This is an optimization exercise on Yosys and OpenROAD, whose aim is small area, not a production implementation.
Function was checked by simulation only, so behaviour that the tests miss may differ from the original.
No activity file was given, so power comes from the tool's default toggle rates.

Design regbank_top, start of the top module:
module regbank_top #(
    parameter int NUM_PAIRS   = 8,
    parameter int SYNC_STAGES = 2
) (
    input  logic               s_axi_aclk,
    input  logic               s_axi_aresetn,
    input  regbank_pkg::addr_t s_axi_awaddr,
    input  logic               s_axi_awvalid,
    output logic               s_axi_awready,
    input  regbank_pkg::data_t s_axi_wdata,
    input  regbank_pkg::strb_t s_axi_wstrb,
    input  logic               s_axi_wvalid,
    output logic               s_axi_wready,
    output regbank_pkg::resp_t s_axi_bresp,
    output logic               s_axi_bvalid,
    input  logic               s_axi_bready,
    input  regbank_pkg::addr_t s_axi_araddr,
    input  logic               s_axi_arvalid,
    output logic               s_axi_arready,
    output regbank_pkg::data_t s_axi_rdata,
    output regbank_pkg::resp_t s_axi_rresp,
    output logic               s_axi_rvalid,
    input  logic               s_axi_rready,
    input  logic [NUM_PAIRS*regbank_pkg::DATA_WIDTH-1:0] status_in,   
    output logic [NUM_PAIRS*regbank_pkg::DATA_WIDTH-1:0] ctrl_out
);
For scale: about 1100 flip-flops, about 610 I/O pins, ~31000 sq um of cells after synthesis.
==> flow/config.mk <==
export PLATFORM = sky130hd
export DESIGN_NAME = regbank_top
export DESIGN_NICKNAME = regbank_top
export VERILOG_FILES = /design/flow/design.v
export SDC_FILE = /design/flow/constraint.sdc
export NUM_CORES = 4
export LEC_CHECK = 0
export CAP_MARGIN = 20
export CORE_MARGIN = 2
export CORE_UTILIZATION = 70
export SLEW_MARGIN = 20
==> flow/constraint.sdc <==
create_clock -name core_clock -period 5.0 [get_ports {s_axi_aclk}]
set_input_delay 1.0000 -clock core_clock [delete_from_list [all_inputs] [get_ports {s_axi_aclk}]]
set_output_delay 1.0000 -clock core_clock [all_outputs]
set_load 0.01 [all_outputs]
standard.sh (not shown) runs the stock make flow with config.mk's settings and CLKGATE_MAP_FILE= SYNTH_SCRIPT=/design/flow/synth_recipe.tcl, a recipe that flattens the netlist after the stock synthesis.
==> flow/flow/run.sh <==
#!/bin/bash
# Standard synthesis script on the design with the read-data select (rd_select)
# given as sky130 cells, then the standard layout with the smallest port buffers
# and a lighter clock tree (small leaf buffers, a strong root, no dummy loads).
set -euo pipefail
python3 flow/swap_module.py design.v flow/rd_select_cells.v design_cells.v > swap.log 2>&1
V="VERILOG_FILES=$PWD/design_cells.v"
bash standard.sh "$V" synth > synth.log 2>&1
bash standard.sh "$V" \
  "BUFFER_PORTS_ARGS=-buffer_cell sky130_fd_sc_hd__buf_1" \
  "CTS_ARGS=-sink_clustering_enable -repair_clock_nets -dont_use_dummy_load -buf_list sky130_fd_sc_hd__clkbuf_4 -root_buf sky130_fd_sc_hd__clkbuf_16 -sink_clustering_size 9 -sink_clustering_max_diameter 45" \
  finish > layout.log 2>&1
==> flow/flow/rd_select_cells.v <==
// rd_select mapped by hand onto sky130 cells: five a222oi and an a22oi take
// the 17 select/source pairs, and4 + nand3 OR the six inverted groups.
module rd_select #(
    parameter int N = 17
) (
    input  logic [N-1:0] sel,
    input  logic [N-1:0] src,
    output logic         y
);
    wire g0, g1, g2, g3, g4, g5, w;
    sky130_fd_sc_hd__a222oi_1 u_g0 (.A1(sel[0]),  .A2(src[0]),  .B1(sel[1]),  .B2(src[1]),  .C1(sel[2]),  .C2(src[2]),  .Y(g0));
    sky130_fd_sc_hd__a222oi_1 u_g1 (.A1(sel[3]),  .A2(src[3]),  .B1(sel[4]),  .B2(src[4]),  .C1(sel[5]),  .C2(src[5]),  .Y(g1));
    sky130_fd_sc_hd__a222oi_1 u_g2 (.A1(sel[6]),  .A2(src[6]),  .B1(sel[7]),  .B2(src[7]),  .C1(sel[8]),  .C2(src[8]),  .Y(g2));
    sky130_fd_sc_hd__a222oi_1 u_g3 (.A1(sel[9]),  .A2(src[9]),  .B1(sel[10]), .B2(src[10]), .C1(sel[11]), .C2(src[11]), .Y(g3));
    sky130_fd_sc_hd__a222oi_1 u_g4 (.A1(sel[12]), .A2(src[12]), .B1(sel[13]), .B2(src[13]), .C1(sel[14]), .C2(src[14]), .Y(g4));
    sky130_fd_sc_hd__a22oi_1  u_g5 (.A1(sel[15]), .A2(src[15]), .B1(sel[16]), .B2(src[16]), .Y(g5));
    sky130_fd_sc_hd__and4_1   u_w  (.A(g0), .B(g1), .C(g2), .D(g3), .X(w));
    sky130_fd_sc_hd__nand3_1  u_y  (.A(w), .B(g4), .C(g5), .Y(y));
endmodule
==> flow/flow/swap_module.py <==
# Replace module rd_select in design.v by the cell-level version in the flow folder.
import re, sys
design, cells, out = sys.argv[1:4]
s = open(design).read()
m = re.search(r'^\s*module\s+rd_select\b.*?^\s*endmodule\b', s, re.S | re.M)
if not m:
    sys.exit("rd_select not found")
s = s[:m.start()] + "\n" + open(cells).read() + s[m.end():]
open(out, 'w').write(s)
The starting point went through all stages and came out clean.
Edit:
- CAP_MARGIN: 20 -> 0
- SLEW_MARGIN: 20 -> 0
What happened: The new run completed with no timing, DRC or antenna violations; hold slack hardly moves; combinational power fell by about 2%; design area hardly moves; synthesized cell count stays the same; via count stays flat; sequential share of layout area grows by 0.16 points; fmax decreases by 1.7%; flip-flop and latch count is unchanged; utilization is lower by 0.16 points; final cell count barely changes.

## static timing again, ports no longer ideal
In the flow no input, the clock included, has a driving cell. The finished layouts below were timed again as built, in two steps.
Step 1: set_driving_cell puts a clkbuf_16 on s_axi_aclk and a buf_2 on each other input, an assumption about the parent block.
Step 2 adds t to the input delays and takes it off the output delays; t is the mean of the earliest and latest rising clock arrival at the registers after step 1. Input paths then give back, and output paths get back, about the clock's delay inside the block.
a / b / c = ideal / step 1 / step 2; a / b = the first two.
| run | shift t [ns] | setup slack, ns | worst setup path after step 2 | latest minus earliest clock arrival (ns) |
|---|---|---|---|---|
| the first run | 0.714 | 1.570 / 1.570 / 1.270 | input to register | 0.101 / 0.101 |
| the second run | 0.720 | 1.509 / 1.509 / 1.267 | input to register | 0.066 / 0.065 |
After both steps setup and hold are still met in every run listed. For the first run, which loses most, drivers alone change the setup slack by 0.000 ns; drivers and shift together by -0.300 ns.
